Background: an optimization exercise with open tools, aiming at small area. Do not read the settings as production practice. Function was checked by simulation only, so behaviour that the tests miss may differ from the original. Power figures rest on the tool's default switching activity, not on a simulated workload.

**flow/config.mk**
```make
export PLATFORM = sky130hd
export DESIGN_NAME = branch_checkpoint_table
export DESIGN_NICKNAME = branch_checkpoint_table
export VERILOG_FILES = /design/flow/design.v
export SDC_FILE = /design/flow/constraint.sdc
export NUM_CORES = 4
export LEC_CHECK = 0
export CAP_MARGIN = 20
export CORE_MARGIN = 2
export CORE_UTILIZATION = 65
export SLEW_MARGIN = 20
```
**flow/constraint.sdc**
```tcl
create_clock -name core_clock -period 5.0 [get_ports {clk}]
set_input_delay 1.0000 -clock core_clock [delete_from_list [all_inputs] [get_ports {clk}]]
set_output_delay 1.0000 -clock core_clock [all_outputs]
set_load 0.01 [all_outputs]
```
**flow/design.v**
```verilog
module branch_checkpoint_table #(
    parameter int CP_DEPTH = 4,
    parameter int D_REG    = 64,
    parameter int S_REG    = 16,
    parameter int ROB_LEN  = 32,
    localparam int IDW     = $clog2(CP_DEPTH),
    localparam int CW      = IDW + 1,
    localparam int DW      = $clog2(D_REG),
    localparam int SW      = $clog2(S_REG),
    localparam int RW      = $clog2(ROB_LEN)
) (
    input  logic                  clk,
    input  logic                  rst,
    input  logic                  alloc_valid,
    input  logic [D_REG-1:0]      alloc_r_free_list,
    input  logic [S_REG-1:0]      alloc_s_free_list,
    input  logic [15:0][DW-1:0]   alloc_d_translation,
    input  logic [SW-1:0]         alloc_s_translation,
    input  logic [RW-1:0]         alloc_rob_tail,
    output logic [IDW-1:0]        alloc_id,
    output logic                  full,
    output logic                  empty,
    input  logic                  resolve_valid,
    input  logic [IDW-1:0]        resolve_id,
    input  logic                  resolve_mispredict,
    input  logic                  free_valid,
    input  logic [DW-1:0]         free_reg,
    output logic [D_REG-1:0]      frl_r_cp,
    output logic [S_REG-1:0]      frl_s_cp,
    output logic [15:0][DW-1:0]   tt_d_cp,
    output logic [SW-1:0]         tt_s_cp,
    output logic [RW-1:0]         rob_tail_cp
);
    localparam int STW = S_REG + 16*DW + SW + RW;
    logic [CP_DEPTH-1:0][D_REG-1:0]     r_free_r;
    logic [CP_DEPTH-1:0][STW-1:0]       stat_r;
    logic [CP_DEPTH-1:0]  valid_r;
    logic [IDW-1:0]       head_r;
    logic [IDW-1:0]       tail_r;
    logic [CW-1:0]        count_r;
    logic                 full_r;
    logic                 empty_r;
    logic                 correct_s;
    logic                 mispredict_s;
    logic                 alloc_s;
    logic [IDW-1:0]       resolve_pos_s;
    logic [CP_DEPTH-1:0]  valid_mid_s;
    logic [IDW-1:0]       tail_mid_s;
    logic [CW-1:0]        count_mid_s;
    logic [CP_DEPTH-1:0]  valid_next_s;
    logic [IDW-1:0]       tail_next_s;
    logic [CW-1:0]        count_alloc_s;
    logic [IDW-1:0]       head_next_s;
    logic [CW-1:0]        count_next_s;
    always_comb begin
        correct_s     = resolve_valid && !resolve_mispredict && valid_r[resolve_id];
        mispredict_s  = resolve_valid && resolve_mispredict && valid_r[resolve_id];
        alloc_s       = alloc_valid && !full_r && !(resolve_valid && resolve_mispredict);
        resolve_pos_s = resolve_id - head_r;
        valid_mid_s   = valid_r;
        tail_mid_s    = tail_r;
        count_mid_s   = count_r;
        if (correct_s) begin
            valid_mid_s[resolve_id] = 1'b0;
        end else if (mispredict_s) begin
            for (int i = 0; i < CP_DEPTH; i++) begin
                if ((IDW'(i) - head_r) >= resolve_pos_s) begin
                    valid_mid_s[i] = 1'b0;
                end
            end
            tail_mid_s  = resolve_id;
            count_mid_s = {1'b0, resolve_pos_s};
        end
        valid_next_s  = valid_mid_s;
        tail_next_s   = tail_mid_s;
        count_alloc_s = count_mid_s;
        if (alloc_s) begin
            valid_next_s[tail_r] = 1'b1;
            tail_next_s          = tail_r + IDW'(1);
            count_alloc_s        = count_mid_s + CW'(1);
        end
        if ((count_mid_s != CW'(0)) && !valid_mid_s[head_r]) begin
            head_next_s  = head_r + IDW'(1);
            count_next_s = count_alloc_s - CW'(1);
        end else begin
            head_next_s  = head_r;
            count_next_s = count_alloc_s;
        end
    end
    always_ff @(posedge clk or posedge rst) begin
        if (rst) begin
            valid_r <= '0;
            head_r  <= '0;
            tail_r  <= '0;
            count_r <= '0;
            full_r  <= 1'b0;
            empty_r <= 1'b1;
        end else begin
            valid_r <= valid_next_s;
            head_r  <= head_next_s;
            tail_r  <= tail_next_s;
            count_r <= count_next_s;
            full_r  <= (count_next_s == CW'(CP_DEPTH));
            empty_r <= (count_next_s == CW'(0));
        end
    end
    logic [CP_DEPTH-1:0] we_s;
    logic [D_REG-1:0]    fdec_s;
    always_comb begin
        for (int i = 0; i < CP_DEPTH; i++)
            we_s[i] = alloc_s && (tail_r == IDW'(i));
        for (int r = 0; r < D_REG; r++)
            fdec_s[r] = free_valid && (free_reg == DW'(r));
    end
    logic [STW-1:0] alloc_stat_s;
    assign alloc_stat_s = {alloc_s_free_list, alloc_d_translation,
                           alloc_s_translation, alloc_rob_tail};
    always_ff @(posedge clk) begin
        for (int i = 0; i < CP_DEPTH; i++) begin
            r_free_r[i] <= (we_s[i] ? alloc_r_free_list : r_free_r[i]) | fdec_s;
            if (we_s[i])
                stat_r[i] <= alloc_stat_s;
        end
    end
    assign alloc_id    = tail_r;
    assign full        = full_r;
    assign empty       = empty_r;
    logic [CP_DEPTH-1:0] rsel_s;
    logic [D_REG-1:0]    rd_free_s;
    logic [STW-1:0]      rd_stat_s;
    always_comb begin
        rd_free_s = '0;
        rd_stat_s = '0;
        for (int i = 0; i < CP_DEPTH; i++) begin
            rsel_s[i] = (resolve_id == IDW'(i));
            rd_free_s = rd_free_s | ({D_REG{rsel_s[i]}} & r_free_r[i]);
            rd_stat_s = rd_stat_s | ({STW{rsel_s[i]}} & stat_r[i]);
        end
    end
    assign frl_r_cp = rd_free_s;
    assign {frl_s_cp, tt_d_cp, tt_s_cp, rob_tail_cp} = rd_stat_s;
endmodule
```
**flow/flow/run.sh**
```bash
#!/bin/bash
set -euo pipefail
SRC="VERILOG_FILES=$PWD/flow/mapped.v"
CTS="CTS_ARGS=-sink_clustering_enable -repair_clock_nets -dont_use_dummy_load -buf_list {sky130_fd_sc_hd__clkbuf_4} -sink_clustering_size 10 -sink_clustering_max_diameter 40"
bash standard.sh "$SRC" synth > synth_make.log 2>&1
bash standard.sh "$SRC" \
  "BUFFER_PORTS_ARGS=-buffer_cell sky130_fd_sc_hd__buf_1" \
  "$CTS" \
  finish > orfs_make.log 2>&1
```
**flow/flow/mapped.v**
```verilog
// branch_checkpoint_table
// Keeps one rename-state snapshot (free lists, translation maps, ROB tail) per
// in-flight branch. Entries are allocated in program order at the tail,
// released out of order on resolve, and retired from the head one per cycle.
// A mispredict discards the resolving entry and every younger one, and the
// stored snapshot of the resolving entry is presented combinationally so the
// hazard controller can restore in the same cycle.
//
// Area-oriented implementation: the snapshot payload has no reset (an entry's
// payload is only observable while it is live, and it is always written when
// it becomes live), and released registers are forwarded into every entry's
// data free list regardless of liveness (a dead entry's contents are never
// observed and are overwritten on its next allocation).

`ifndef NUM_D_REG
`define NUM_D_REG 64
`endif
`ifndef NUM_S_REG
`define NUM_S_REG 16
`endif
`ifndef ROB_LENGTH
`define ROB_LENGTH 32
`endif

module branch_checkpoint_table #(
    parameter int CP_DEPTH = 4,
    parameter int D_REG    = `NUM_D_REG,
    parameter int S_REG    = `NUM_S_REG,
    parameter int ROB_LEN  = `ROB_LENGTH,
    localparam int IDW     = $clog2(CP_DEPTH),
    localparam int CW      = IDW + 1,
    localparam int DW      = $clog2(D_REG),
    localparam int SW      = $clog2(S_REG),
    localparam int RW      = $clog2(ROB_LEN)
) (
    input  logic                  clk,
    input  logic                  rst,
    // checkpoint capture
    input  logic                  alloc_valid,
    input  logic [D_REG-1:0]      alloc_r_free_list,
    input  logic [S_REG-1:0]      alloc_s_free_list,
    input  logic [15:0][DW-1:0]   alloc_d_translation,
    input  logic [SW-1:0]         alloc_s_translation,
    input  logic [RW-1:0]         alloc_rob_tail,
    output logic [IDW-1:0]        alloc_id,
    output logic                  full,
    output logic                  empty,
    // branch resolution
    input  logic                  resolve_valid,
    input  logic [IDW-1:0]        resolve_id,
    input  logic                  resolve_mispredict,
    // registers released by commit
    input  logic                  free_valid,
    input  logic [DW-1:0]         free_reg,
    // recovery snapshot of entry resolve_id
    output logic [D_REG-1:0]      frl_r_cp,
    output logic [S_REG-1:0]      frl_s_cp,
    output logic [15:0][DW-1:0]   tt_d_cp,
    output logic [SW-1:0]         tt_s_cp,
    output logic [RW-1:0]         rob_tail_cp
);

    // Static part of a snapshot (written only on allocation)
    localparam int STW = S_REG + 16*DW + SW + RW;

    // Payload storage
    logic [CP_DEPTH-1:0][D_REG-1:0]     r_free_r;
    logic [CP_DEPTH-1:0][STW-1:0]       stat_r;

    // Bookkeeping
    logic [CP_DEPTH-1:0]  valid_r;
    logic [IDW-1:0]       head_r;
    logic [IDW-1:0]       tail_r;
    logic [CW-1:0]        count_r;
    logic                 full_r;
    logic                 empty_r;

    // Next-state signals
    logic                 correct_s;
    logic                 mispredict_s;
    logic                 alloc_s;
    logic [IDW-1:0]       resolve_pos_s;
    logic [CP_DEPTH-1:0]  valid_mid_s;
    logic [IDW-1:0]       tail_mid_s;
    logic [CW-1:0]        count_mid_s;
    logic [CP_DEPTH-1:0]  valid_next_s;
    logic [IDW-1:0]       tail_next_s;
    logic [CW-1:0]        count_alloc_s;
    logic [IDW-1:0]       head_next_s;
    logic [CW-1:0]        count_next_s;

    // Resolve, allocate and retire decisions for this cycle
    always_comb begin
        correct_s     = resolve_valid && !resolve_mispredict && valid_r[resolve_id];
        mispredict_s  = resolve_valid && resolve_mispredict && valid_r[resolve_id];
        // A mispredict request blocks allocation even if its id is stale
        alloc_s       = alloc_valid && !full_r && !(resolve_valid && resolve_mispredict);
        // Position of the resolving entry counted from the oldest live entry
        resolve_pos_s = resolve_id - head_r;

        valid_mid_s   = valid_r;
        tail_mid_s    = tail_r;
        count_mid_s   = count_r;
        if (correct_s) begin
            valid_mid_s[resolve_id] = 1'b0;
        end else if (mispredict_s) begin
            for (int i = 0; i < CP_DEPTH; i++) begin
                if ((IDW'(i) - head_r) >= resolve_pos_s) begin
                    valid_mid_s[i] = 1'b0;
                end
            end
            tail_mid_s  = resolve_id;
            count_mid_s = {1'b0, resolve_pos_s};
        end

        valid_next_s  = valid_mid_s;
        tail_next_s   = tail_mid_s;
        count_alloc_s = count_mid_s;
        if (alloc_s) begin
            valid_next_s[tail_r] = 1'b1;
            tail_next_s          = tail_r + IDW'(1);
            count_alloc_s        = count_mid_s + CW'(1);
        end

        if ((count_mid_s != CW'(0)) && !valid_mid_s[head_r]) begin
            head_next_s  = head_r + IDW'(1);
            count_next_s = count_alloc_s - CW'(1);
        end else begin
            head_next_s  = head_r;
            count_next_s = count_alloc_s;
        end
    end

    // Pointer, occupancy and status-flag registers
    always_ff @(posedge clk or posedge rst) begin
        if (rst) begin
            valid_r <= '0;
            head_r  <= '0;
            tail_r  <= '0;
            count_r <= '0;
            full_r  <= 1'b0;
            empty_r <= 1'b1;
        end else begin
            valid_r <= valid_next_s;
            head_r  <= head_next_s;
            tail_r  <= tail_next_s;
            count_r <= count_next_s;
            full_r  <= (count_next_s == CW'(CP_DEPTH));
            empty_r <= (count_next_s == CW'(0));
        end
    end

    // Write enables and released-register decode
    logic [CP_DEPTH-1:0] we_s;
    logic [D_REG-1:0]    fdec_s;
    always_comb begin
        for (int i = 0; i < CP_DEPTH; i++)
            we_s[i] = alloc_s && (tail_r == IDW'(i));
        for (int r = 0; r < D_REG; r++)
            fdec_s[r] = free_valid && (free_reg == DW'(r));
    end

    logic [STW-1:0] alloc_stat_s;
    assign alloc_stat_s = {alloc_s_free_list, alloc_d_translation,
                           alloc_s_translation, alloc_rob_tail};

    // Snapshot payload registers (no reset)
    // Data free list: next = (we ? alloc : q) | released, one a221o per bit
    logic [CP_DEPTH-1:0]            wen_s;
    logic [CP_DEPTH-1:0][D_REG-1:0] r_free_nx_s;
    assign wen_s = ~we_s;
    for (genvar gi = 0; gi < CP_DEPTH; gi++) begin : g_fn
        for (genvar gb = 0; gb < D_REG; gb++) begin : g_b
            sky130_fd_sc_hd__a221o_1 u_nx (
                .A1(wen_s[gi]), .A2(r_free_r[gi][gb]),
                .B1(we_s[gi]),  .B2(alloc_r_free_list[gb]),
                .C1(fdec_s[gb]), .X(r_free_nx_s[gi][gb]));
        end
    end

    always_ff @(posedge clk) begin
        for (int i = 0; i < CP_DEPTH; i++) begin
            r_free_r[i] <= r_free_nx_s[i];
            if (we_s[i])
                stat_r[i] <= alloc_stat_s;
        end
    end

    assign alloc_id    = tail_r;
    assign full        = full_r;
    assign empty       = empty_r;

    // Zero-latency recovery read of the resolving entry: one-hot select,
    // a222oi over entries 0..2, nand2 for entry 3, nand2 to combine
    logic [CP_DEPTH-1:0] rsel_s;
    always_comb
        for (int i = 0; i < CP_DEPTH; i++)
            rsel_s[i] = (resolve_id == IDW'(i));

    logic [D_REG-1:0] rd_free_s;
    logic [STW-1:0]   rd_stat_s;
    for (genvar gb = 0; gb < D_REG; gb++) begin : g_free
        logic n1, n2;
        sky130_fd_sc_hd__a222oi_1 u_a (
            .A1(rsel_s[0]), .A2(r_free_r[0][gb]),
            .B1(rsel_s[1]), .B2(r_free_r[1][gb]),
            .C1(rsel_s[2]), .C2(r_free_r[2][gb]), .Y(n1));
        sky130_fd_sc_hd__nand2_1 u_b (.A(rsel_s[3]), .B(r_free_r[3][gb]), .Y(n2));
        sky130_fd_sc_hd__nand2_1 u_c (.A(n1), .B(n2), .Y(rd_free_s[gb]));
    end
    for (genvar gb = 0; gb < STW; gb++) begin : g_stat
        logic n1, n2;
        sky130_fd_sc_hd__a222oi_1 u_a (
            .A1(rsel_s[0]), .A2(stat_r[0][gb]),
            .B1(rsel_s[1]), .B2(stat_r[1][gb]),
            .C1(rsel_s[2]), .C2(stat_r[2][gb]), .Y(n1));
        sky130_fd_sc_hd__nand2_1 u_b (.A(rsel_s[3]), .B(stat_r[3][gb]), .Y(n2));
        sky130_fd_sc_hd__nand2_1 u_c (.A(n1), .B(n2), .Y(rd_stat_s[gb]));
    end

    assign frl_r_cp = rd_free_s;
    assign {frl_s_cp, tt_d_cp, tt_s_cp, rob_tail_cp} = rd_stat_s;

endmodule
```
**flow/standard.sh**
```bash
#!/bin/bash
# synth_recipe.tcl (not shown) runs the flow's synth.tcl, then flattens the netlist and writes it again
# the make line also repeats each setting of config.mk as NAME=value (left out here)
make -C /OpenROAD-flow-scripts/flow DESIGN_CONFIG=/design/flow/config.mk WORK_HOME=/design/flow/orfs CLKGATE_MAP_FILE= SYNTH_SCRIPT=/design/flow/synth_recipe.tcl "${@:-finish}"
```
==> results of run 1 <==
power breakdown:
part	total [mW]	switching [mW]	internal, mW	leakage, nW
clock network	2.67	1.80	0.863	0.433
logic	3.96	2.17	1.79	3.60
registers	9.07	0.752	8.32	6.72
worst reg2reg max path: cells and delay by family (launching register included):
kind                       cells  cell delay (ns)
AOI/OAI and AO/OA              3             0.70
xor gates and xnor gates       2             0.50
adders and majority gates      2             0.62
DFF                            1             0.61
muxes                          1             0.23
and+or+nand+nor                2             0.36
worst max-delay path by stage:
| stage | end | slack [ns] | depth (start not counted) |
|---|---|---|---|
| after floorplan | r_free_r[0] | -0.45 | 7 |
| after global placement | empty_r | 0.92 | 12 |
| after detailed placement | full_r | 0.77 | 12 |
| after CTS | frl_r_cp[7] | 0.98 | 7 |
| after global routing | frl_r_cp[50] | 0.81 | 7 |
| final | frl_r_cp[15] | 0.93 | 7 |
routing by layer:
layer,vias up,share of wire,global-route usage
li1,8540,-,-
met1,9421,0.38,0.442
met2,1149,0.48,0.507
met3,110,0.11,0.0882
met4,10,0.020,0.102
met5,-,0.00098,0
stage by stage:
stage | cell area, sq um | std cells | setup TNS [ns] | utilization
finish | 30600 | 2842 | 0 | 0.746
global route | 30600 | 2836 | 0 | 0.746
CTS | 30600 | 2827 | 0 | 0.745
detailed placement | 29900 | 2733 | 0 | 0.728
global placement | 29900 | 2733 | 0 | 0.728
floorplan | 27200 | 1792 | -165.96 | -
flip-flops by register name, summed over array words and instances (netlist names):
signal    cells
r_free_r    256
empty_r       1
head_r        2
stat_r      484
count_r       3
tail_r        2
full_r        1
valid_r       4
synth_stat cells, types with 4 or more instances:
| master | count | area (sq um) |
|---|---|---|
| ha_1 | 15 | 188 |
| dfxtp_1 | 256 | 5120 |
| nor2b_1 | 6 | 37.5 |
| mux2i_1 | 7 | 70.1 |
| nor2_1 | 74 | 278 |
| edfxtp_1 | 484 | 14500 |
| dfrtp_1 | 12 | 300 |
| a222oi_1 | 185 | 1850 |
| nand3b_1 | 6 | 45.0 |
| xnor2_1 | 5 | 43.8 |
| a221o_1 | 256 | 2560 |
| inv_1 | 17 | 63.8 |
| nand2_1 | 393 | 1480 |
| clkbuf_1 | 7 | 26.3 |
| nand3_1 | 11 | 55.1 |
| a21oi_1 | 4 | 20.0 |
placed cells by master, fill, tap and decap left out, types with 3 or more instances in the layout:
cell	count
edfxtp_1	484
nand2_1	389
buf_1	387
a221o_1	256
dfxtp_1	256
a222oi_1	185
clkbuf_4	94
nor2_1	72
buf_12	25
ha_1	15
diode_2	14
inv_1	13
dfrtp_1	12
nand3_1	11
buf_4	9
mux2i_1	7
nand3b_1	6
xnor2_1	5
nor2b_1	5
a21oi_1	4
clkinvlp_4	4
nand2_2	3
o22ai_1	3
nand4_1	3
xor2_1	3
cells by family (layout without fill, tap and decap cells):
kind of cell | Yosys count | after routing
DFF | 753 | 753
and+or+nand+nor | 504 | 504
AOI/OAI and AO/OA | 469 | 469
buffers and inverters | 30 | 534
adders and majority gates | 15 | 15
muxes | 11 | 11
xor gates and xnor gates | 10 | 10
other | 0 | 14
layout make-up:
class / count / area [sq um]
multi-input cells: 1009 / 7100
flip-flops and latches: 753 / 20000
fillers: 2763 / 10400
inverters: 18 / 82.6
clock buffers: 94 / 706
repair buffers: 422 / 2030
diodes: 14 / 35.0
well taps: 532 / 666
==> impl_metrics.csv, run 1 <==
group,metric,value,unit
drt,wl,71600,um
setup_path,reg2regPathDepth,10,
power_and_ir_drop,power_density,513,nW/um^2
drt,vias_per_cell,6.77,
floorplan,pin_count,388,
logic_synthesis,ys_seq_area_frac,0.736,
grt,grt_max_degree,98,
hold_path,hp-class,"input pin to asynchronous set/reset pin",
clocking,path_clk_slew,0.09,ns
sta,rsz0062_at_grt,"no",
logic_synthesis,syn_area,27200,sq um
grt,grt_use_total,0.322,
logic_synthesis,async_flop_share,0.0173,
place,gp_congestion,0.841,
logic_synthesis,netlist_instances,1792,
clocking,ctsResizeCount,0,
logic_synthesis,syn_nets,2006,
clocking,cts_setup_buffers,0,
clocking,cts.path.max_buffers,3,
logic_synthesis,synth-edff-count,484,
sta,slew-limit-headroom,0.271,
drt,wire_per_inst,25.2,um
setup_path,crit_fanout,52,
cells_and_area,area_growth,12.7,%
clocking,cts_sinks,753,
setup_path,critPathCaptureType,"output pin",
sta,worst_pin_slew,1.09,ns
setup_path,arrival,3.07,ns
logic_synthesis,synth-main-ff-cell,"edfxtp_1",
grt,grt_pass1_vias,18738,
grt,grt_overflow,0,
grt,grt_pass1_wl,108000,um
sta,min_period,4.07,ns
floorplan,die-height,208,um
logic_synthesis,synthSimpleGateAreaFrac,0.0731,
floorplan,coreArea,41000,sq um
setup_path,rr_endpoint,"full_r",
sta,hold_viol,0,
setup_path,crit_buf_inv,4,
grt,antenna_found_initial,16,
setup_path,crit_path_start_kind,"input pin",
logic_synthesis,synth_top_family_by_area,"compound AO/OA/AOI/OAI gates",
drt,ant_nets,0,
sta,worst_slack,0.928,ns
setup_path,crit_top_cell,"buf_1",
floorplan,fp.dieW,208,um
power_and_ir_drop,vdd_ir_drop_max,354,uV
logic_synthesis,synth_compound_area_frac,0.171,
sta,setup_viol,0,
status,status,"no timing/DRC/antenna violations",
setup_path,critPathRequiredTime,4.00,ns
sta,fmax,246,MHz
sta,hold_slack,0.155,ns
logic_synthesis,yosys_warnings,1,
power_and_ir_drop,leakagePower,10.7,nW
cells_and_area,nets,2512,
drt,drc_errors,0,
setup_path,critical_path.top_delay_family,"buffers and inverters",
setup_path,cp_slowest_cell,"buf_1",
setup_path,critPathKind,"input pin to output pin",
place,post-place-ws,0.772,ns
clocking,cts_buffers,94,
place,place_hpwl,42300,um
clocking,ctsHoldBuffers,0,
sta,skew,0.0615,ns
clocking,h-tree-depth,3,
logic_synthesis,ys_types,53,
clocking,cts-root-buf,"clkbuf_4",
floorplan,start_util,0.662,
floorplan,placementRows,74,
sta,finalCritPeriodShare,0.814,
drt,first_pass_iters,10,
setup_path,startpoint,"resolve_id[0]",
drt,drt_iter0_drc,2963,
logic_synthesis,synthAdderAreaFrac,0.00691,
drt,vias,19230,
logic_synthesis,synthXorXnorAreaFrac,0.00378,
cells_and_area,drive_above_1_share,0.0688,
setup_path,path_cells,"buf_1, inv_1, nor2_4, buf_12, a222oi_1, nand2_1, buf_1",
power_and_ir_drop,finalPower,15.7,mW
setup_path,cpPeakStageDelay,0.48,ns
floorplan,die-area,43400,sq um
logic_synthesis,syn_area_per_cell,15.2,sq um
logic_synthesis,synthMuxAreaShare,0.00456,
sta,report.final.slew_viol_count,0,
clocking,clkLatencyLatePin,0.85,ns
setup_path,r2r-start,"head_r[0]",
logic_synthesis,yosys_register_bits,753,
setup_path,reg2reg_slack,1.91,ns
flow_run,drv_cap,0,
clocking,cts_tree,"built",
place,numPortBuffers,387,
==> run 2: changes to the inputs <==
--- a/flow/config.mk
+++ b/flow/config.mk
@@ -7,5 +7,6 @@
 export LEC_CHECK = 0
-export CAP_MARGIN = 20
+export CAP_MARGIN = 0
 export CORE_MARGIN = 2
 export CORE_UTILIZATION = 65
-export SLEW_MARGIN = 20
+export GPL_TIMING_DRIVEN = 0
+export SLEW_MARGIN = 0
==> impl_metrics.csv, run 2 <==
group,metric,value,unit
status,status,"no timing/DRC/antenna violations",
grt,grt.met1_usage,0.430,
cells_and_area,final_cell_mix,"484 x edfxtp_1, 389 x nand2_1, 386 x buf_1, 256 x a221o_1, 256 x dfxtp_1",
sta,fmax,223,MHz
grt,grt_overflow,0,
drt,ant_nets,0,
sta,setup_viol,0,
floorplan,coreArea,41000,sq um
logic_synthesis,ys_seq_area_frac,0.736,
place,post-place-ws,0.405,ns
sta,worst_pin_slew,0.977,ns
clocking,h-tree-depth,3,
sta,slew-limit-headroom,0.349,
setup_path,critical_path.top_delay_family,"buffers and inverters",
logic_synthesis,netlist_instances,1792,
floorplan,die-area,43400,sq um
place,place_hpwl,44600,um
logic_synthesis,async_flop_share,0.0173,
power_and_ir_drop,power_density,510,nW/um^2
logic_synthesis,synth-edff-count,484,
setup_path,crit_path_start_kind,"input pin",
cells_and_area,nets,2528,
clocking,cts_sinks,753,
drt,wl,72200,um
drt,vias,19377,
grt,grt_pass1_vias,19389,
logic_synthesis,yosysMostFrequentCell,"edfxtp_1",
floorplan,die-height,208,um
cells_and_area,drive_above_1_share,0.0731,
power_and_ir_drop,vdd_ir_drop_max,504,uV
logic_synthesis,yosys_register_bits,753,
setup_path,critPathKind,"input pin to output pin",
setup_path,cp_slowest_cell,"nor2_4",
sta,worst_slack,0.523,ns
hold_path,hp-class,"input pin to asynchronous set/reset pin",
floorplan,start_util,0.662,
floorplan,pin_count,388,
sta,report.final.slew_viol_count,0,
grt,antenna_found_initial,22,
logic_synthesis,synth-main-ff-cell,"edfxtp_1",
clocking,clkLatencyLatePin,0.84,ns
clocking,cts_setup_buffers,0,
floorplan,placementRows,74,
logic_synthesis,synth_area_leaders,"edfxtp_1 54%, dfxtp_1 19%, a221o_1 9.4%",
drt,drc_errors,0,
setup_path,crit_fanout,31,
sta,min_period,4.48,ns
clocking,path_clk_slew,0.09,ns
clocking,cts_tree,"built",
logic_synthesis,synth_top_area_frac,0.535,
clocking,ctsHoldBuffers,0,
flow_run,drv_cap,0,
drt,drt_iter0_drc,2901,
logic_synthesis,synth_top_cell_by_area,"edfxtp_1",
clocking,ctsResizeCount,0,
setup_path,critPathRequiredTime,4.00,ns
logic_synthesis,ys_top_cells_by_count,"484 x edfxtp_1, 393 x nand2_1, 256 x a221o_1, 256 x dfxtp_1, 185 x a222oi_1",
power_and_ir_drop,leakagePower,10.9,nW
logic_synthesis,syn_area_per_cell,15.2,sq um
logic_synthesis,syn_area,27200,sq um
place,numPortBuffers,386,
logic_synthesis,ys_types,53,
sta,skew,0.0867,ns
clocking,cts-root-buf,"clkbuf_4",
sta,hold_viol,0,
grt,busiest_layer,"met2",
drt,first_pass_iters,12,
grt,grt_max_degree,72,
setup_path,crit_top_cell,"buf_12",
logic_synthesis,yosys_warnings,1,
cells_and_area,final_common_cell,"edfxtp_1",
setup_path,crit_buf_inv,7,
floorplan,fp.dieW,208,um
drt,wire_per_inst,25.3,um
logic_synthesis,syn_nets,2006,
setup_path,arrival,3.48,ns
setup_path,path_cells,"buf_1, clkbuf_1, inv_1, nor2_4, buf_12, buf_12, buf_12, a222oi_1, nand2_1, buf_1",
cells_and_area,reg.largest.list,"stat_r x484, r_free_r x256, valid_r x4",
sta,hold_slack,0.164,ns
grt,grt_use_total,0.326,
cells_and_area,area_growth,14.1,%
cells_and_area,top_register,"stat_r",
grt,grt_pass1_wl,110000,um
place,gp_congestion,0.843,
sta,rsz0062_at_grt,"no",
cells_and_area,largest_register_ffs,484,
sta,finalCritPeriodShare,0.895,
clocking,cts.path.max_buffers,3,
grt,use_met3,0.0894,
clocking,cts_buffers,91,
setup_path,cpPeakStageDelay,0.55,ns
drt,vias_per_cell,6.78,
grt,gr-usage-met2,0.515,
setup_path,critPathCaptureType,"output pin",
[run 2: cell counts after synthesis]
No cell type changed its count.
[run 2: worst paths after layout]
check                                              from             to  slack, ns  cells past startpoint
worst max-delay path                      resolve_id[0]    tt_d_cp[12]       0.52                     10
worst min-delay path                                rst     valid_r[1]       0.16                      2
worst max register to register                   full_r    stat_r[136]       1.50                      8
worst min register to register            r_free_r[213]  r_free_r[213]       0.50                      1
max in group asynchronous                           rst     valid_r[0]       4.40                      2
min in group core_clock         alloc_d_translation[45]    stat_r[417]       0.42                      1
[run 2: where the power goes]
part           switching [mW]  internal, mW
Sequential              0.727          8.31
Combinational            2.22          1.88
Clock                    1.83         0.837
Total                    4.77          11.0
[run 2: metal layers]
layer / vias up / wire, um
met4: 16 / 2030
met1: 9533 / 27200
met3: 144 / 7870
li1: 8583 / -
met2: 1101 / 35000
met5: - / 157
[run 2: final cells by class]
cell class                      instances  area, sq um
Multi-Input combinational cell       1009         7110
Fill cell                            2723        10000
Clock buffer                           91          683
Tap cell                              532          666
Buffer                                 12         70.1
Inverter                               18         82.6
Sequential cell                       753        20000
Antenna cell                           16         40.0
Timing Repair Buffer                  429         2350
[run 2: logic make-up (layout without fill, tap and decap cells)]
group / after synthesis / in the layout / synth area share
DFF: 753 / 753 / 0.736
muxes: 11 / 11 / 0.00456
other: 0 / 16 / 0
adders and majority gates: 15 / 15 / 0.00691
buffers and inverters: 30 / 550 / 0.00493
AOI/OAI and AO/OA: 469 / 469 / 0.171
xor gates and xnor gates: 10 / 10 / 0.00378
and+or+nand+nor: 504 / 504 / 0.0731
[run 2: stage by stage]
step | instances | utilization | total power [mW] | area [sq um] | setup TNS, ns
6_report | 2860 | 0.755 | 15.8 | 31000 | 0
3_5_place_dp | 2753 | 0.738 | 13.2 | 30300 | 0
4_1_cts | 2844 | 0.754 | 15.8 | 30900 | 0
5_1_grt | 2856 | 0.755 | 16.6 | 31000 | 0
2_1_floorplan | 1792 | - | 11.7 | 27200 | -165.96
3_3_place_gp | 2710 | 0.716 | 13.0 | 29400 | -2801.88
==> run 3: changes to the inputs <==
--- a/flow/flow/mapped.v
+++ b/flow/flow/mapped.v
@@ -167,6 +167,31 @@
     // Snapshot payload registers (no reset)
+    localparam int NB = D_REG + STW;   // payload bits per entry
+    localparam int GW = 8;            // write-enable copies per entry
+    localparam int GN = 3;            // inverted write-enable copies per entry
+    localparam int GR = 8;            // read-select copies
+
+    logic                alloc_n_s;
+    logic [CP_DEPTH-1:0] tail_oh_s, tail_ohn_s;
+    always_comb begin
+        alloc_n_s = !alloc_s;
+        for (int i = 0; i < CP_DEPTH; i++) begin
+            tail_oh_s[i]  = (tail_r == IDW'(i));
+            tail_ohn_s[i] = !(tail_r == IDW'(i));
+        end
+    end
+
+    // Write enables we = alloc & (tail == i), replicated per group of bits
+    logic [GW-1:0][CP_DEPTH-1:0] weg_s;
+    logic [GN-1:0][CP_DEPTH-1:0] weng_s;
+    for (genvar gi = 0; gi < CP_DEPTH; gi++) begin : g_we
+        for (genvar gg = 0; gg < GW; gg++) begin : g_w
+            sky130_fd_sc_hd__nor2_1 u_we (.A(alloc_n_s), .B(tail_ohn_s[gi]), .Y(weg_s[gg][gi]));
+        end
+        for (genvar gg = 0; gg < GN; gg++) begin : g_n
+            sky130_fd_sc_hd__nand2_1 u_wen (.A(alloc_s), .B(tail_oh_s[gi]), .Y(weng_s[gg][gi]));
+        end
+    end
+
     // Data free list: next = (we ? alloc : q) | released, one a221o per bit
-    logic [CP_DEPTH-1:0]            wen_s;
     logic [CP_DEPTH-1:0][D_REG-1:0] r_free_nx_s;
-    assign wen_s = ~we_s;
     for (genvar gi = 0; gi < CP_DEPTH; gi++) begin : g_fn
@@ -174,4 +199,4 @@
             sky130_fd_sc_hd__a221o_1 u_nx (
-                .A1(wen_s[gi]), .A2(r_free_r[gi][gb]),
-                .B1(we_s[gi]),  .B2(alloc_r_free_list[gb]),
+                .A1(weng_s[(gb * GN) / D_REG][gi]), .A2(r_free_r[gi][gb]),
+                .B1(weg_s[(gb * GW) / NB][gi]),     .B2(alloc_r_free_list[gb]),
                 .C1(fdec_s[gb]), .X(r_free_nx_s[gi][gb]));
@@ -180,7 +205,11 @@
 
-    always_ff @(posedge clk) begin
-        for (int i = 0; i < CP_DEPTH; i++) begin
-            r_free_r[i] <= r_free_nx_s[i];
-            if (we_s[i])
-                stat_r[i] <= alloc_stat_s;
+    always_ff @(posedge clk)
+        r_free_r <= r_free_nx_s;
+
+    // Static payload: bit b of the entry is payload bit D_REG + b
+    for (genvar gi = 0; gi < CP_DEPTH; gi++) begin : g_st
+        for (genvar gb = 0; gb < STW; gb++) begin : g_b
+            always_ff @(posedge clk)
+                if (weg_s[((D_REG + gb) * GW) / NB][gi])
+                    stat_r[gi][gb] <= alloc_stat_s[gb];
         end
@@ -192,32 +221,30 @@
 
-    // Zero-latency recovery read of the resolving entry: one-hot select,
-    // a222oi over entries 0..2, nand2 for entry 3, nand2 to combine
-    logic [CP_DEPTH-1:0] rsel_s;
-    always_comb
-        for (int i = 0; i < CP_DEPTH; i++)
-            rsel_s[i] = (resolve_id == IDW'(i));
-
-    logic [D_REG-1:0] rd_free_s;
-    logic [STW-1:0]   rd_stat_s;
-    for (genvar gb = 0; gb < D_REG; gb++) begin : g_free
+    // Zero-latency recovery read of the resolving entry. Active-low one-hot
+    // selects t, one copy per group of bits; out = AND_i (t_i | q_i), built as
+    // nor2(o22ai(entries 0, 1), o22ai(entries 2, 3)).
+    logic [CP_DEPTH-1:0][NB-1:0] q_all_s;
+    logic [NB-1:0]               rd_all_s;
+    logic [GR-1:0][CP_DEPTH-1:0] tsel_s;
+    for (genvar gi = 0; gi < CP_DEPTH; gi++) begin : g_q
+        assign q_all_s[gi] = {stat_r[gi], r_free_r[gi]};
+    end
+    for (genvar gg = 0; gg < GR; gg++) begin : g_sel
+        sky130_fd_sc_hd__or2_1    u_t0 (.A(resolve_id[0]), .B(resolve_id[1]), .X(tsel_s[gg][0]));
+        sky130_fd_sc_hd__nand2b_1 u_t1 (.A_N(resolve_id[1]), .B(resolve_id[0]), .Y(tsel_s[gg][1]));
+        sky130_fd_sc_hd__nand2b_1 u_t2 (.A_N(resolve_id[0]), .B(resolve_id[1]), .Y(tsel_s[gg][2]));
+        sky130_fd_sc_hd__nand2_1  u_t3 (.A(resolve_id[0]), .B(resolve_id[1]), .Y(tsel_s[gg][3]));
+    end
+    for (genvar gb = 0; gb < NB; gb++) begin : g_rd
         logic n1, n2;
-        sky130_fd_sc_hd__a222oi_1 u_a (
-            .A1(rsel_s[0]), .A2(r_free_r[0][gb]),
-            .B1(rsel_s[1]), .B2(r_free_r[1][gb]),
-            .C1(rsel_s[2]), .C2(r_free_r[2][gb]), .Y(n1));
-        sky130_fd_sc_hd__nand2_1 u_b (.A(rsel_s[3]), .B(r_free_r[3][gb]), .Y(n2));
-        sky130_fd_sc_hd__nand2_1 u_c (.A(n1), .B(n2), .Y(rd_free_s[gb]));
-    end
-    for (genvar gb = 0; gb < STW; gb++) begin : g_stat
-        logic n1, n2;
-        sky130_fd_sc_hd__a222oi_1 u_a (
-            .A1(rsel_s[0]), .A2(stat_r[0][gb]),
-            .B1(rsel_s[1]), .B2(stat_r[1][gb]),
-            .C1(rsel_s[2]), .C2(stat_r[2][gb]), .Y(n1));
-        sky130_fd_sc_hd__nand2_1 u_b (.A(rsel_s[3]), .B(stat_r[3][gb]), .Y(n2));
-        sky130_fd_sc_hd__nand2_1 u_c (.A(n1), .B(n2), .Y(rd_stat_s[gb]));
-    end
-
-    assign frl_r_cp = rd_free_s;
-    assign {frl_s_cp, tt_d_cp, tt_s_cp, rob_tail_cp} = rd_stat_s;
+        sky130_fd_sc_hd__o22ai_1 u_a (
+            .A1(tsel_s[(gb * GR) / NB][0]), .A2(q_all_s[0][gb]),
+            .B1(tsel_s[(gb * GR) / NB][1]), .B2(q_all_s[1][gb]), .Y(n1));
+        sky130_fd_sc_hd__o22ai_1 u_b (
+            .A1(tsel_s[(gb * GR) / NB][2]), .A2(q_all_s[2][gb]),
+            .B1(tsel_s[(gb * GR) / NB][3]), .B2(q_all_s[3][gb]), .Y(n2));
+        sky130_fd_sc_hd__nor2_1  u_c (.A(n1), .B(n2), .Y(rd_all_s[gb]));
+    end
+
+    assign frl_r_cp = rd_all_s[D_REG-1:0];
+    assign {frl_s_cp, tt_d_cp, tt_s_cp, rob_tail_cp} = rd_all_s[NB-1:D_REG];
 
--- a/flow/config.mk
+++ b/flow/config.mk
@@ -7,6 +7,5 @@
 export LEC_CHECK = 0
-export CAP_MARGIN = 0
+export CAP_MARGIN = 20
 export CORE_MARGIN = 2
 export CORE_UTILIZATION = 65
-export GPL_TIMING_DRIVEN = 0
-export SLEW_MARGIN = 0
+export SLEW_MARGIN = 20
==> impl_metrics.csv, run 3 <==
group,metric,value,unit
logic_synthesis,netlist_instances,1852,
drt,first_pass_iters,5,
logic_synthesis,yosys_warnings,1,
setup_path,crit_path_start_kind,"input pin",
drt,ant_nets,0,
sta,finalCritPeriodShare,0.828,
place,numPortBuffers,387,
clocking,cts_setup_buffers,0,
drt,vias_per_cell,6.75,
sta,setup_viol,0,
floorplan,die-height,208,um
drt,wire_per_inst,24.9,um
grt,grt_overflow,0,
floorplan,fp.dieW,208,um
floorplan,start_util,0.662,
sta,fmax,242,MHz
sta,worst_pin_slew,1.07,ns
logic_synthesis,synth_top_cell_by_area,"edfxtp_1",
place,gp_congestion,0.867,
cells_and_area,area_growth,12.3,%
sta,min_period,4.14,ns
logic_synthesis,synth-main-ff-cell,"edfxtp_1",
setup_path,reg2regPathDepth,12,
drt,drc_errors,0,
clocking,clkLatencyLatePin,0.81,ns
grt,grt_max_degree,42,
grt,antenna_found_initial,16,
logic_synthesis,syn_nets,2062,
floorplan,pin_count,388,
sta,finalSetupTns,0,ns
cells_and_area,final_common_cell,"edfxtp_1",
status,status,"no timing/DRC/antenna violations",
power_and_ir_drop,vdd_ir_drop_max,290,uV
clocking,cts_tree,"built",
setup_path,critPathKind,"input pin to output pin",
clocking,ctsHoldBuffers,0,
sta,report.final.slew_viol_count,0,
cells_and_area,reg.largest.list,"stat_r x484, r_free_r x256, valid_r x4",
place,place_hpwl,45200,um
logic_synthesis,syn_area,27200,sq um
logic_synthesis,synth-edff-count,484,
logic_synthesis,synth_top_area_frac,0.535,
drt,vias,19740,
logic_synthesis,async_flop_share,0.0173,
clocking,h-tree-depth,3,
drt,wl,72800,um
clocking,ctsResizeCount,0,
logic_synthesis,synth_area_leaders,"edfxtp_1 53%, dfxtp_1 19%, a221o_1 9.4%",
floorplan,coreArea,41000,sq um
cells_and_area,postLayoutCoreUtil,0.744,
cells_and_area,nets,2597,
drt,drt_iter0_drc,2066,
clocking,cts.path.max_buffers,3,
cells_and_area,finalNonFillerCells,2925,
clocking,cts-root-buf,"clkbuf_4",
power_and_ir_drop,power_density,514,nW/um^2
cells_and_area,largest_register_ffs,484,
hold_path,hp-class,"input pin to asynchronous set/reset pin",
setup_path,arrival,3.14,ns
flow_run,drv_cap,0,
floorplan,placementRows,74,
grt,grt_pass1_vias,19372,
setup_path,critPathCaptureType,"output pin",
cells_and_area,top_register,"stat_r",
setup_path,crit_fanout,32,
logic_synthesis,ys_seq_area_frac,0.735,
place,placed_cells,2825,
power_and_ir_drop,leakagePower,10.3,nW
sta,hold_slack,0.193,ns
clocking,cts_sinks,753,
setup_path,critPathRequiredTime,4.00,ns
logic_synthesis,syn_area_per_cell,14.7,sq um
logic_synthesis,yosysMostFrequentCell,"edfxtp_1",
grt,grt_use_total,0.331,
clocking,cts_buffers,92,
logic_synthesis,yosys_register_bits,753,
sta,skew,0.0660,ns
floorplan,die-area,43500,sq um
cells_and_area,drive_above_1_share,0.0843,
logic_synthesis,ys_types,50,
sta,hold_viol,0,
grt,grt_pass1_wl,111000,um
cells_and_area,final_cell_mix,"484 x edfxtp_1, 385 x buf_1, 371 x o22ai_1, 259 x nor2_1",
logic_synthesis,ys_top_cells_by_count,"484 x edfxtp_1, 371 x o22ai_1, 287 x nor2_1, 256 x a221o_1, 256 x dfxtp_1",
sta,rsz0062_at_grt,"no",
sta,slew-limit-headroom,0.285,
clocking,path_clk_slew,0.08,ns
## run 3: kinds of logic after synthesis
family	after synthesis	share of synthesized area
adders and majority gates	11	0.00506
DFF	753	0.735
muxes	8	0.00359
xor gates and xnor gates	11	0.00424
and+or+nand+nor	380	0.0580
buffers and inverters	32	0.00525
AOI/OAI and AO/OA	657	0.188
## run 3: critical path: stages
cell      delay (ns)
clkbuf_2        0.66
nand2_1         0.69
buf_4           0.38
o22ai_1         0.16
nor2_1          0.07
buf_1           0.13
## run 3: through the flow
step | total power, mW | setup slack (ns) | instance area, sq um
after floorplan | 11.6 | 1.56 | 27200
after global placement | 12.9 | 0.799 | 29800
after detailed placement | 13.1 | 0.624 | 29800
after CTS | 15.7 | 0.899 | 30500
after global routing | 16.4 | 0.748 | 30500
final | 15.7 | 0.861 | 30500
## run 3: path summary, 6_finish.rpt
kind	from	slack (ns)	end
hold / removal	rst	0.19	valid_r[2]
setup reg to reg	head_r[0]	1.83	empty_r
max in group asynchronous	rst	4.38	empty_r
min in group core_clock	alloc_s_free_list[6]	0.42	stat_r[111]
hold reg to reg	r_free_r[220]	0.50	r_free_r[220]
setup / recovery	resolve_id[1]	0.86	frl_r_cp[44]
## run 3: area by class of cell
| type | instances | area, sq um |
|---|---|---|
| Sequential cell | 753 | 20000 |
| Fill cell | 2682 | 10500 |
| Multi-Input combinational cell | 1067 | 7120 |
| Timing Repair Buffer | 454 | 1960 |
| Clock buffer | 92 | 691 |
| Tap cell | 532 | 666 |
| Inverter | 19 | 71.3 |
| Antenna cell | 8 | 20.0 |
## run 3: per-layer routing
metal  track usage  part of all wire  wire length (um)
met1         0.450              0.39             28300
met2         0.511              0.47             34200
met3        0.0955              0.11              8060
met4         0.124             0.029              2130
met5             0            0.0014               105
## run 3: report_power, final
part / switching [mW] / total [mW] / leakage (nW) / internal, mW
Combinational: 2.20 / 3.96 / 3.13 / 1.76
Sequential: 0.767 / 9.08 / 6.72 / 8.31
Clock: 1.81 / 2.65 / 0.423 / 0.845
Total: 4.77 / 15.7 / 10.3 / 10.9
==> run 4: changes to the inputs <==
--- a/flow/flow/run.sh
+++ b/flow/flow/run.sh
@@ -4,4 +4,5 @@
 CTS="CTS_ARGS=-sink_clustering_enable -repair_clock_nets -dont_use_dummy_load -buf_list {sky130_fd_sc_hd__clkbuf_4} -sink_clustering_size 10 -sink_clustering_max_diameter 40"
+DU="DONT_USE_CELLS=sky130_fd_sc_hd__probe_p_8 sky130_fd_sc_hd__probec_p_8 sky130_fd_sc_hd__lpflow_bleeder_1 sky130_fd_sc_hd__lpflow_clkbufkapwr_1 sky130_fd_sc_hd__lpflow_clkbufkapwr_16 sky130_fd_sc_hd__lpflow_clkbufkapwr_2 sky130_fd_sc_hd__lpflow_clkbufkapwr_4 sky130_fd_sc_hd__lpflow_clkbufkapwr_8 sky130_fd_sc_hd__lpflow_clkinvkapwr_1 sky130_fd_sc_hd__lpflow_clkinvkapwr_16 sky130_fd_sc_hd__lpflow_clkinvkapwr_2 sky130_fd_sc_hd__lpflow_clkinvkapwr_4 sky130_fd_sc_hd__lpflow_clkinvkapwr_8 sky130_fd_sc_hd__lpflow_decapkapwr_12 sky130_fd_sc_hd__lpflow_decapkapwr_3 sky130_fd_sc_hd__lpflow_decapkapwr_4 sky130_fd_sc_hd__lpflow_decapkapwr_6 sky130_fd_sc_hd__lpflow_decapkapwr_8 sky130_fd_sc_hd__lpflow_inputiso0n_1 sky130_fd_sc_hd__lpflow_inputiso0p_1 sky130_fd_sc_hd__lpflow_inputiso1n_1 sky130_fd_sc_hd__lpflow_inputiso1p_1 sky130_fd_sc_hd__lpflow_inputisolatch_1 sky130_fd_sc_hd__lpflow_isobufsrc_1 sky130_fd_sc_hd__lpflow_isobufsrc_16 sky130_fd_sc_hd__lpflow_isobufsrc_2 sky130_fd_sc_hd__lpflow_isobufsrc_4 sky130_fd_sc_hd__lpflow_isobufsrc_8 sky130_fd_sc_hd__lpflow_isobufsrckapwr_16 sky130_fd_sc_hd__lpflow_lsbuf_lh_hl_isowell_tap_1 sky130_fd_sc_hd__lpflow_lsbuf_lh_hl_isowell_tap_2 sky130_fd_sc_hd__lpflow_lsbuf_lh_hl_isowell_tap_4 sky130_fd_sc_hd__lpflow_lsbuf_lh_isowell_4 sky130_fd_sc_hd__lpflow_lsbuf_lh_isowell_tap_1 sky130_fd_sc_hd__lpflow_lsbuf_lh_isowell_tap_2 sky130_fd_sc_hd__lpflow_lsbuf_lh_isowell_tap_4 sky130_fd_sc_hd__buf_8 sky130_fd_sc_hd__buf_12 sky130_fd_sc_hd__buf_16 sky130_fd_sc_hd__bufbuf_8 sky130_fd_sc_hd__bufbuf_16"
 bash standard.sh "$SRC" synth > synth_make.log 2>&1
-bash standard.sh "$SRC" \
+bash standard.sh "$SRC" "$DU" \
   "BUFFER_PORTS_ARGS=-buffer_cell sky130_fd_sc_hd__buf_1" \
==> impl_metrics.csv, run 4 <==
group,metric,value,unit
cells_and_area,final_common_cell,"edfxtp_1",
power_and_ir_drop,seqPwrFrac,0.580,
grt,grt_use_total,0.337,
power_and_ir_drop,power_density,518,nW/um^2
drt,drc_errors,0,
drt,wire_per_inst,25.7,um
grt,antenna_found_initial,17,
logic_synthesis,synthXorXnorAreaFrac,0.00424,
power_and_ir_drop,p_int,10.9,mW
cells_and_area,nets,2609,
logic_synthesis,synth_top_area_frac,0.535,
clocking,cts_buffers,91,
logic_synthesis,synthAdderAreaFrac,0.00506,
setup_path,r2r-start,"head_r[0]",
drt,vias_per_cell,6.83,
logic_synthesis,netlist_instances,1852,
setup_path,arrival,3.16,ns
floorplan,placementRows,74,
sta,skew,0.0661,ns
logic_synthesis,synth_area_leaders,"edfxtp_1 53%, dfxtp_1 19%, a221o_1 9.4%",
logic_synthesis,synth-main-ff-cell,"edfxtp_1",
clocking,clkLatencyLatePin,0.80,ns
sta,finalCritPeriodShare,0.831,
sta,setup_viol,0,
logic_synthesis,async_flop_share,0.0173,
cells_and_area,largest_register_ffs,484,
sta,min_period,4.16,ns
logic_synthesis,syn_area_per_cell,14.7,sq um
sta,report.final.slew_viol_count,0,
logic_synthesis,synth_compound_area_frac,0.188,
clocking,cts.path.max_buffers,3,
logic_synthesis,syn_nets,2062,
setup_path,rr_endpoint,"empty_r",
grt,grt_max_degree,30,
cells_and_area,multi_input_area,7120,sq um
logic_synthesis,syn_area,27200,sq um
logic_synthesis,ys_seq_area_frac,0.735,
sta,worst_pin_slew,1.02,ns
power_and_ir_drop,leakagePower,10.3,nW
sta,finalSetupTns,0,ns
grt,grt_pass1_vias,19601,
cells_and_area,top_register,"stat_r",
status,status,"no timing/DRC/antenna violations",
place,gp_congestion,0.858,
clocking,ctsHoldBuffers,0,
drt,wl,75400,um
drt,drt_iter0_drc,2352,
flow_run,drv_cap,0,
setup_path,cpPeakStageDelay,0.56,ns
power_and_ir_drop,p_comb_frac,0.252,
setup_path,reg2regPathDepth,12,
sta,rsz0062_at_grt,"no",
drt,ant_nets,0,
setup_path,critPathRequiredTime,4.00,ns
drt,vias,20066,
clocking,ctsResizeCount,0,
clocking,cts_tree,"built",
sta,slew-limit-headroom,0.317,
cells_and_area,seq_area,20000,sq um
sta,hold_viol,0,
logic_synthesis,ys_top_cells_by_count,"484 x edfxtp_1, 371 x o22ai_1, 287 x nor2_1, 256 x a221o_1, 256 x dfxtp_1",
setup_path,critical_path.top_delay_family,"buffers and inverters",
setup_path,path_cells,"clkbuf_2, buf_2, nand2b_1, buf_2, o22ai_1, nor2_1, buf_1",
sta,fmax,241,MHz
power_and_ir_drop,p_sw,4.88,mW
sta,hold_slack,0.185,ns
clocking,cts_setup_buffers,0,
clocking,path_clk_slew,0.11,ns
cells_and_area,drive_above_1_share,0.0889,
cells_and_area,reg.largest.list,"stat_r x484, r_free_r x256, valid_r x4",
floorplan,fp.dieW,208,um
logic_synthesis,synthSimpleGateAreaFrac,0.0580,
logic_synthesis,synth_top_family_by_area,"compound AO/OA/AOI/OAI gates",
logic_synthesis,yosys_warnings,1,
setup_path,critPathKind,"input pin to output pin",
clocking,cts-root-buf,"clkbuf_4",
grt,grt_pass1_wl,112000,um
setup_path,crit_path_start_kind,"input pin",
setup_path,crit_fanout,16,
setup_path,critPathCaptureType,"output pin",
setup_path,cp_slowest_cell,"nand2b_1",
setup_path,reg2reg_slack,1.82,ns
place,place_hpwl,48700,um
cells_and_area,area_growth,12.0,%
floorplan,start_util,0.662,
power_and_ir_drop,clock_power_share,0.169,
logic_synthesis,ys_types,50,
logic_synthesis,synthMuxAreaShare,0.00359,
setup_path,crit_buf_inv,4,
power_and_ir_drop,vdd_ir_drop_max,314,uV
setup_path,crit_top_cell,"buf_2",
clocking,h-tree-depth,3,
cells_and_area,final_cell_mix,"484 x edfxtp_1, 385 x buf_1, 371 x o22ai_1, 259 x nor2_1",
logic_synthesis,yosysMostFrequentCell,"edfxtp_1",
sta,worst_slack,0.844,ns
grt,grt_overflow,0,
floorplan,pin_count,388,
floorplan,die-height,208,um
hold_path,hp-class,"input pin to asynchronous set/reset pin",
drt,first_pass_iters,7,
logic_synthesis,synth-edff-count,484,
power_and_ir_drop,power.share.switching,0.309,
floorplan,die-area,43500,sq um
logic_synthesis,synth_top_cell_by_area,"edfxtp_1",
cells_and_area,fill_cells,2699,
logic_synthesis,yosys_register_bits,753,
floorplan,coreArea,41000,sq um
place,post-place-ws,0.859,ns
place,numPortBuffers,387,
clocking,cts_sinks,753,
[run 4: cell counts after synthesis]
No cell type changed its count.
[run 4: power by group through the flow]
stage                     Clock (mW)  Sequential [mW]  Combinational (mW)
after floorplan                    0             8.96                2.68
after global placement             0             9.16                3.77
after detailed placement           0             9.23                3.92
after CTS                       2.70             9.10                3.92
after global routing            2.94             9.26                4.24
final                           2.66             9.15                3.97
[run 4: logic make-up after synthesis]
kind of cell,after synthesis
DFF,753
AOI/OAI and AO/OA,657
and+or+nand+nor,380
buffers and inverters,32
xor gates and xnor gates,11
adders and majority gates,11
muxes,8
[run 4: area by class of cell]
cell class | instances | area share
timing repair buffer | 467 | 0.0623
sequential | 753 | 0.656
antenna | 10 | 0.000822
multi-input combinational | 1067 | 0.234
inverter | 19 | 0.00234
tap | 532 | 0.0219
clock buffer | 91 | 0.0224
[run 4: worst register-to-register path, cell delays in order (launching register included)]
cell and delay, ns:
dfrtp_1 0.61, ha_1 0.37, xnor2_4 0.19, xnor2_1 0.18
inv_1 0.07, ha_1 0.30, o211a_1 0.14, o21ai_0 0.07
a21boi_0 0.25, o21ai_0 0.10, and4bb_1 0.48, and3_4 0.23
a22o_1 0.13
[run 4: through the flow]
step	power [mW]	utilization	cell area (sq um)	instances
floorplan	11.6	-	27200	1852
global placement	12.9	0.725	29700	2838
detailed placement	13.1	0.725	29700	2838
CTS	15.7	0.742	30400	2929
global route	16.4	0.742	30400	2934
finish	15.8	0.742	30400	2939
[run 4: how the worst max path moves through the flow]
stage | from | depth (start not counted) | endpoint
floorplan | resolve_id[0] | 15 | empty_r
global placement | resolve_id[0] | 7 | frl_r_cp[9]
detailed placement | resolve_id[1] | 13 | empty_r
CTS | resolve_id[1] | 7 | tt_d_cp[53]
global route | resolve_id[0] | 7 | frl_r_cp[4]
finish | resolve_id[0] | 7 | frl_r_cp[9]
[run 4: per-layer routing]
metal / vias up / routed length (um) / global-route usage
met3: 187 / 8210 / 0.0992
met5: - / 95 / 0
li1: 8829 / - / -
met4: 14 / 2850 / 0.151
met2: 1132 / 35600 / 0.527
met1: 9904 / 28600 / 0.442
==> run 5: changes to the inputs <==
--- a/flow/config.mk
+++ b/flow/config.mk
@@ -9,3 +9,4 @@
 export CORE_MARGIN = 2
-export CORE_UTILIZATION = 65
+export CORE_UTILIZATION = 60
+export PLACE_DENSITY = 0.75
 export SLEW_MARGIN = 20
==> impl_metrics.csv, run 5 <==
group,metric,value,unit
status,status,"no timing/DRC/antenna violations",
drt,wire_per_inst,24.7,um
setup_path,crit_fanout,25,
drt,vias,19914,
drt,drt_iter0_drc,2240,
logic_synthesis,netlist_instances,1852,
sta,skew,0.0767,ns
floorplan,start_util,0.612,
logic_synthesis,synth_top_cell_by_area,"edfxtp_1",
power_and_ir_drop,clock_power_share,0.171,
logic_synthesis,syn_nets,2062,
grt,grt_use_total,0.309,
cells_and_area,reg.largest.list,"stat_r x484, r_free_r x256, valid_r x4",
clocking,h-tree-depth,3,
floorplan,die-area,47000,sq um
logic_synthesis,synth-main-ff-cell,"edfxtp_1",
power_and_ir_drop,power.share.switching,0.305,
logic_synthesis,yosys_register_bits,753,
setup_path,cp_slowest_cell,"clkbuf_2",
setup_path,critPathCaptureType,"output pin",
cells_and_area,nets,2611,
place,place_hpwl,47100,um
place,numPortBuffers,387,
cells_and_area,drive_above_1_share,0.0896,
setup_path,arrival,3.17,ns
drt,first_pass_iters,6,
clocking,cts_buffers,95,
grt,antenna_found_initial,16,
setup_path,cpPeakStageDelay,0.58,ns
logic_synthesis,ys_seq_area_frac,0.735,
logic_synthesis,syn_area_per_cell,14.7,sq um
clocking,clkLatencyLatePin,0.84,ns
floorplan,placementRows,77,
logic_synthesis,yosys_warnings,1,
floorplan,pin_count,388,
power_and_ir_drop,p_sw,4.79,mW
logic_synthesis,yosysMostFrequentCell,"edfxtp_1",
cells_and_area,top_register,"stat_r",
cells_and_area,largest_register_ffs,484,
clocking,cts.path.max_buffers,3,
logic_synthesis,synthAdderAreaFrac,0.00506,
logic_synthesis,syn_area,27200,sq um
logic_synthesis,ys_types,50,
grt,grt_pass1_wl,111000,um
flow_run,drv_cap,0,
setup_path,crit_path_start_kind,"input pin",
sta,worst_pin_slew,1.10,ns
place,gp_congestion,0.857,
drt,ant_nets,0,
cells_and_area,area_growth,12.4,%
grt,grt_max_degree,42,
cells_and_area,final_cell_mix,"484 x edfxtp_1, 385 x buf_1, 371 x o22ai_1, 259 x nor2_1",
floorplan,die-height,217,um
power_and_ir_drop,power_density,514,nW/um^2
clocking,ctsResizeCount,0,
sta,finalSetupTns,0,ns
clocking,cts_setup_buffers,0,
sta,report.final.slew_viol_count,0,
logic_synthesis,synth_top_family_by_area,"compound AO/OA/AOI/OAI gates",
sta,rsz0062_at_grt,"no",
sta,fmax,240,MHz
clocking,cts_tree,"built",
sta,setup_viol,0,
drt,wl,74000,um
logic_synthesis,synthMuxAreaShare,0.00359,
power_and_ir_drop,vdd_ir_drop_max,340,uV
sta,hold_viol,0,
setup_path,critPathKind,"input pin to output pin",
drt,drc_errors,0,
drt,vias_per_cell,6.64,
grt,grt_pass1_vias,19532,
logic_synthesis,synth_top_area_frac,0.535,
logic_synthesis,synth-edff-count,484,
sta,hold_slack,0.153,ns
power_and_ir_drop,finalPower,15.7,mW
logic_synthesis,ys_top_cells_by_count,"484 x edfxtp_1, 371 x o22ai_1, 287 x nor2_1, 256 x a221o_1, 256 x dfxtp_1",
sta,min_period,4.17,ns
power_and_ir_drop,seqPwrFrac,0.576,
logic_synthesis,synth_area_leaders,"edfxtp_1 53%, dfxtp_1 19%, a221o_1 9.4%",
clocking,cts-root-buf,"clkbuf_4",
sta,finalCritPeriodShare,0.833,
logic_synthesis,synthSimpleGateAreaFrac,0.0580,
setup_path,path_cells,"clkbuf_2, buf_4, nand2b_1, buf_2, o22ai_1, nor2_1, buf_1",
logic_synthesis,synthXorXnorAreaFrac,0.00424,
logic_synthesis,synth_compound_area_frac,0.188,
clocking,cts_sinks,753,
logic_synthesis,async_flop_share,0.0173,
floorplan,fp.dieW,217,um
grt,grt_overflow,0,
cells_and_area,final_common_cell,"edfxtp_1",
power_and_ir_drop,leakagePower,10.3,nW
power_and_ir_drop,p_int,10.9,mW
power_and_ir_drop,p_comb_frac,0.253,
clocking,path_clk_slew,0.11,ns
hold_path,hp-class,"input pin to asynchronous set/reset pin",
sta,slew-limit-headroom,0.262,
setup_path,critPathRequiredTime,4.00,ns
clocking,ctsHoldBuffers,0,
floorplan,coreArea,44400,sq um
-- run 5: worst max-delay path, delay by kind of cell --
kind | cells | cell delay (ns)
buffers and inverters | 4 | 1.48
and+or+nand+nor | 2 | 0.50
AOI/OAI and AO/OA | 1 | 0.16
-- run 5: worst paths after layout --
path	startpoint	endpoint	slack, ns	depth (start not counted)
max	resolve_id[0]	tt_d_cp[27]	0.83	7
min reg2reg	r_free_r[38]	r_free_r[38]	0.50	1
min	rst	count_r[2]	0.15	2
min in group core_clock	alloc_d_translation[25]	stat_r[276]	0.39	1
max in group asynchronous	rst	valid_r[3]	4.41	2
max reg2reg	head_r[0]	empty_r	1.99	12
-- run 5: power groups by stage --
stage                     Combinational (mW)  Sequential [mW]  Clock (mW)
after global placement                  3.80             9.07           0
after floorplan                         2.68             8.96           0
after global routing                    4.27             9.21        2.99
after detailed placement                3.92             9.16           0
final                                   3.97             9.05        2.68
after CTS                               3.92             9.03        2.75
-- run 5: stage by stage --
step / area (sq um) / util / cells / setup slack [ns]
global placement: 29800 / 0.671 / 2896 / 0.830
floorplan: 27200 / - / 1852 / 1.56
detailed placement: 29800 / 0.671 / 2896 / 0.759
global route: 30500 / 0.687 / 2996 / 0.718
CTS: 30500 / 0.687 / 2991 / 0.878
finish: 30500 / 0.688 / 3000 / 0.833
-- run 5: logic make-up (layout without fill, tap and decap cells) --
| group | Yosys count | count (layout) |
|---|---|---|
| buf+inv | 32 | 579 |
| xor+xnor | 11 | 11 |
| other cells | 0 | 9 |
| mux | 8 | 8 |
| compound gates | 657 | 657 |
| simple gates | 380 | 380 |
| fa+ha+maj | 11 | 11 |
| flops | 753 | 753 |
-- run 5: per-layer routing --
layer	vias to the layer above	GRT usage	wire, um	share of wire
li1	8846	-	-	-
met1	9801	0.418	29200	0.40
met2	1098	0.479	34800	0.47
met3	159	0.0832	7640	0.10
met4	10	0.126	2190	0.030
met5	-	0	62	0.00084
-- run 5: layout make-up --
cell class              instances  area (sq um)
diodes                          9          22.5
clock buffers                  95           713
fillers                      3163         13900
inverters                      19          71.3
multi-input cells            1067          7120
flip-flops and latches        753         20000
well taps                     592           741
repair buffers                465          1890
==> run 6: changes to the inputs <==
--- a/flow/flow/mapped.v
+++ b/flow/flow/mapped.v
@@ -168,3 +168,3 @@
     localparam int NB = D_REG + STW;   // payload bits per entry
-    localparam int GW = 8;            // write-enable copies per entry
+    localparam int GW = 16;            // write-enable copies per entry
     localparam int GN = 3;            // inverted write-enable copies per entry
--- a/flow/config.mk
+++ b/flow/config.mk
@@ -9,4 +9,3 @@
 export CORE_MARGIN = 2
-export CORE_UTILIZATION = 60
-export PLACE_DENSITY = 0.75
+export CORE_UTILIZATION = 65
 export SLEW_MARGIN = 20
==> impl_metrics.csv, run 6 <==
group,metric,value,unit
clocking,cts.path.max_buffers,3,
cells_and_area,top_register,"stat_r",
cells_and_area,largest_register_ffs,484,
sta,slew-limit-headroom,0.236,
logic_synthesis,syn_nets,2094,
flow_run,drv_cap,0,
cells_and_area,drive_above_1_share,0.0785,
sta,report.final.slew_viol_count,0,
setup_path,r2r-start,"head_r[0]",
clocking,path_clk_slew,0.09,ns
floorplan,coreArea,41700,sq um
logic_synthesis,ys_top_cells_by_count,"484 x edfxtp_1, 371 x o22ai_1, 319 x nor2_1, 256 x a221o_1, 256 x dfxtp_1",
sta,fmax,240,MHz
setup_path,arrival,3.17,ns
power_and_ir_drop,leakagePower,10.4,nW
status,status,"no timing/DRC/antenna violations",
logic_synthesis,netlist_instances,1884,
sta,rsz0062_at_grt,"no",
grt,grt.met1_usage,0.450,
clocking,cts_buffers,95,
clocking,clkLatencyLatePin,0.84,ns
sta,worst_pin_slew,1.14,ns
place,numPortBuffers,387,
floorplan,die-area,43600,sq um
grt,grt_max_degree,74,
logic_synthesis,synth_area_leaders,"edfxtp_1 53%, dfxtp_1 19%, a221o_1 9.4%",
sta,finalCritPeriodShare,0.834,
cells_and_area,reg.largest.list,"stat_r x484, r_free_r x256, valid_r x4",
logic_synthesis,synth_top_area_frac,0.533,
cells_and_area,postLayoutCoreUtil,0.733,
setup_path,crit_path_start_kind,"input pin",
cells_and_area,fill_cells,2904,
grt,grt_use_total,0.332,
drt,vias,19984,
setup_path,cp_slowest_cell,"nand2_1",
place,gp_congestion,0.852,
hold_path,hp-class,"input pin to asynchronous set/reset pin",
cells_and_area,final_cell_mix,"484 x edfxtp_1, 385 x buf_1, 371 x o22ai_1, 318 x nor2_1",
floorplan,start_util,0.655,
cells_and_area,nets,2646,
clocking,h-tree-depth,3,
setup_path,crit_buf_inv,3,
drt,drc_errors,0,
power_and_ir_drop,power_density,515,nW/um^2
setup_path,critical_path.top_delay_family,"buffers and inverters",
floorplan,pin_count,388,
setup_path,cpPeakStageDelay,0.71,ns
sta,setup_viol,0,
logic_synthesis,synth-edff-count,484,
grt,grt_pass1_vias,19782,
sta,hold_viol,0,
grt,busiest_layer,"met2",
floorplan,fp.dieW,209,um
grt,grt_overflow,0,
grt,grt_pass1_wl,111000,um
logic_synthesis,synth-main-ff-cell,"edfxtp_1",
setup_path,critPathKind,"input pin to output pin",
sta,finalSetupTns,0,ns
power_and_ir_drop,vdd_ir_drop_max,356,uV
clocking,cts_sinks,753,
logic_synthesis,async_flop_share,0.0173,
logic_synthesis,ys_seq_area_frac,0.732,
drt,drt_iter0_drc,2069,
sta,min_period,4.17,ns
grt,antenna_found_initial,13,
floorplan,die-height,209,um
clocking,cts_setup_buffers,0,
logic_synthesis,yosys_register_bits,753,
logic_synthesis,yosysMostFrequentCell,"edfxtp_1",
clocking,ctsResizeCount,0,
drt,first_pass_iters,6,
logic_synthesis,yosys_warnings,1,
drt,vias_per_cell,6.70,
logic_synthesis,ys_types,50,
cells_and_area,area_growth,11.9,%
logic_synthesis,syn_area,27300,sq um
drt,wire_per_inst,24.6,um
clocking,cts-root-buf,"clkbuf_4",
setup_path,path_cells,"clkbuf_2, nand2_1, buf_4, o22ai_1, nor2_1, buf_1",
clocking,cts_tree,"built",
setup_path,critPathCaptureType,"output pin",
sta,skew,0.0702,ns
grt,use_met3,0.0905,
place,place_hpwl,47400,um
setup_path,crit_fanout,39,
grt,gr-usage-met2,0.512,
logic_synthesis,syn_area_per_cell,14.5,sq um
cells_and_area,final_common_cell,"edfxtp_1",
floorplan,placementRows,75,
clocking,ctsHoldBuffers,0,
sta,hold_slack,0.144,ns
drt,ant_nets,0,
drt,wl,73400,um
logic_synthesis,synth_top_cell_by_area,"edfxtp_1",
setup_path,critPathRequiredTime,4.00,ns
setup_path,startpoint,"resolve_id[1]",
## run 6: cell count changes after synthesis, sizes merged
cell,delta
nor2,+32
## run 6: kinds of logic after synthesis
family          synth area share
xor+xnor                 0.00422
mux                      0.00358
flops                      0.732
compound gates             0.188
fa+ha+maj                0.00504
simple gates              0.0621
buf+inv                  0.00523
## run 6: worst paths after layout
path	to	slack (ns)	cells past startpoint
hold reg to reg	r_free_r[212]	0.49	1
hold / removal	valid_r[0]	0.14	2
min in group core_clock	stat_r[103]	0.41	1
setup / recovery	frl_r_cp[12]	0.83	6
setup reg to reg	empty_r	1.97	12
max in group asynchronous	head_r[1]	4.44	2
## run 6: power by group
group	leakage, nW	internal [mW]	switching, mW	total [mW]
combinational	3.22	1.74	2.26	4.00
sequential	6.72	8.32	0.742	9.06
clock	0.437	0.872	1.81	2.68
total	10.4	10.9	4.80	15.7
## run 6: area by class of cell
class / instances / area [sq um] / area share
Multi-Input combinational cell: 1099 / 7170 / 0.235
Clock buffer: 95 / 713 / 0.0234
Sequential cell: 753 / 20000 / 0.655
Inverter: 19 / 71.3 / 0.00234
Antenna cell: 11 / 27.5 / 0.000902
Timing Repair Buffer: 468 / 1890 / 0.0619
Tap cell: 539 / 674 / 0.0221
## run 6: per-stage QoR
| step | setup WS [ns] | instances | power, mW | area, sq um |
|---|---|---|---|---|
| floorplan | 0.901 | 1884 | 11.7 | 27300 |
| global placement | 0.766 | 2878 | 12.9 | 29800 |
| detailed placement | 0.678 | 2878 | 13.1 | 29800 |
| CTS | 0.867 | 2973 | 15.7 | 30500 |
| global route | 0.691 | 2978 | 16.4 | 30500 |
| finish | 0.830 | 2984 | 15.7 | 30500 |
## run 6: per-layer routing
metal / wire [um] / vias to the layer above
met4: 2470 / 10
met2: 34700 / 1065
met5: 66 / -
li1: - / 8941
met3: 7390 / 167
met1: 28800 / 9801

## port drivers added, routing unchanged
Ports are ideal in the flow. The routed layouts listed here were re-timed in OpenROAD.
Step 1: set_driving_cell puts a clkbuf_16 on clk and a buf_2 on each other input, an assumption about the parent block.
Step 2, shift: input delay + t, output delay - t, t = (earliest + latest rising clock arrival at the registers) / 2. This alone moves slack from input paths to output paths.
Slacks: ideal ports / drivers / drivers and shift; pairs: ideal ports / drivers.
| run | t (ns) | slack for setup (ns) |
|---|---|---|
| run 1 | 0.860 | 0.928 / 0.901 / 0.773 |
| run 2 | 0.848 | 0.523 / 0.499 / 0.361 |
| run 3 | 0.847 | 0.861 / 0.837 / 0.505 |
| run 4 | 0.837 | 0.844 / 0.813 / 0.796 |
| run 5 | 0.867 | 0.833 / 0.812 / 0.729 |
| run 6 | 0.863 | 0.830 / 0.808 / 0.645 |
After both steps every run listed still meets setup and hold.
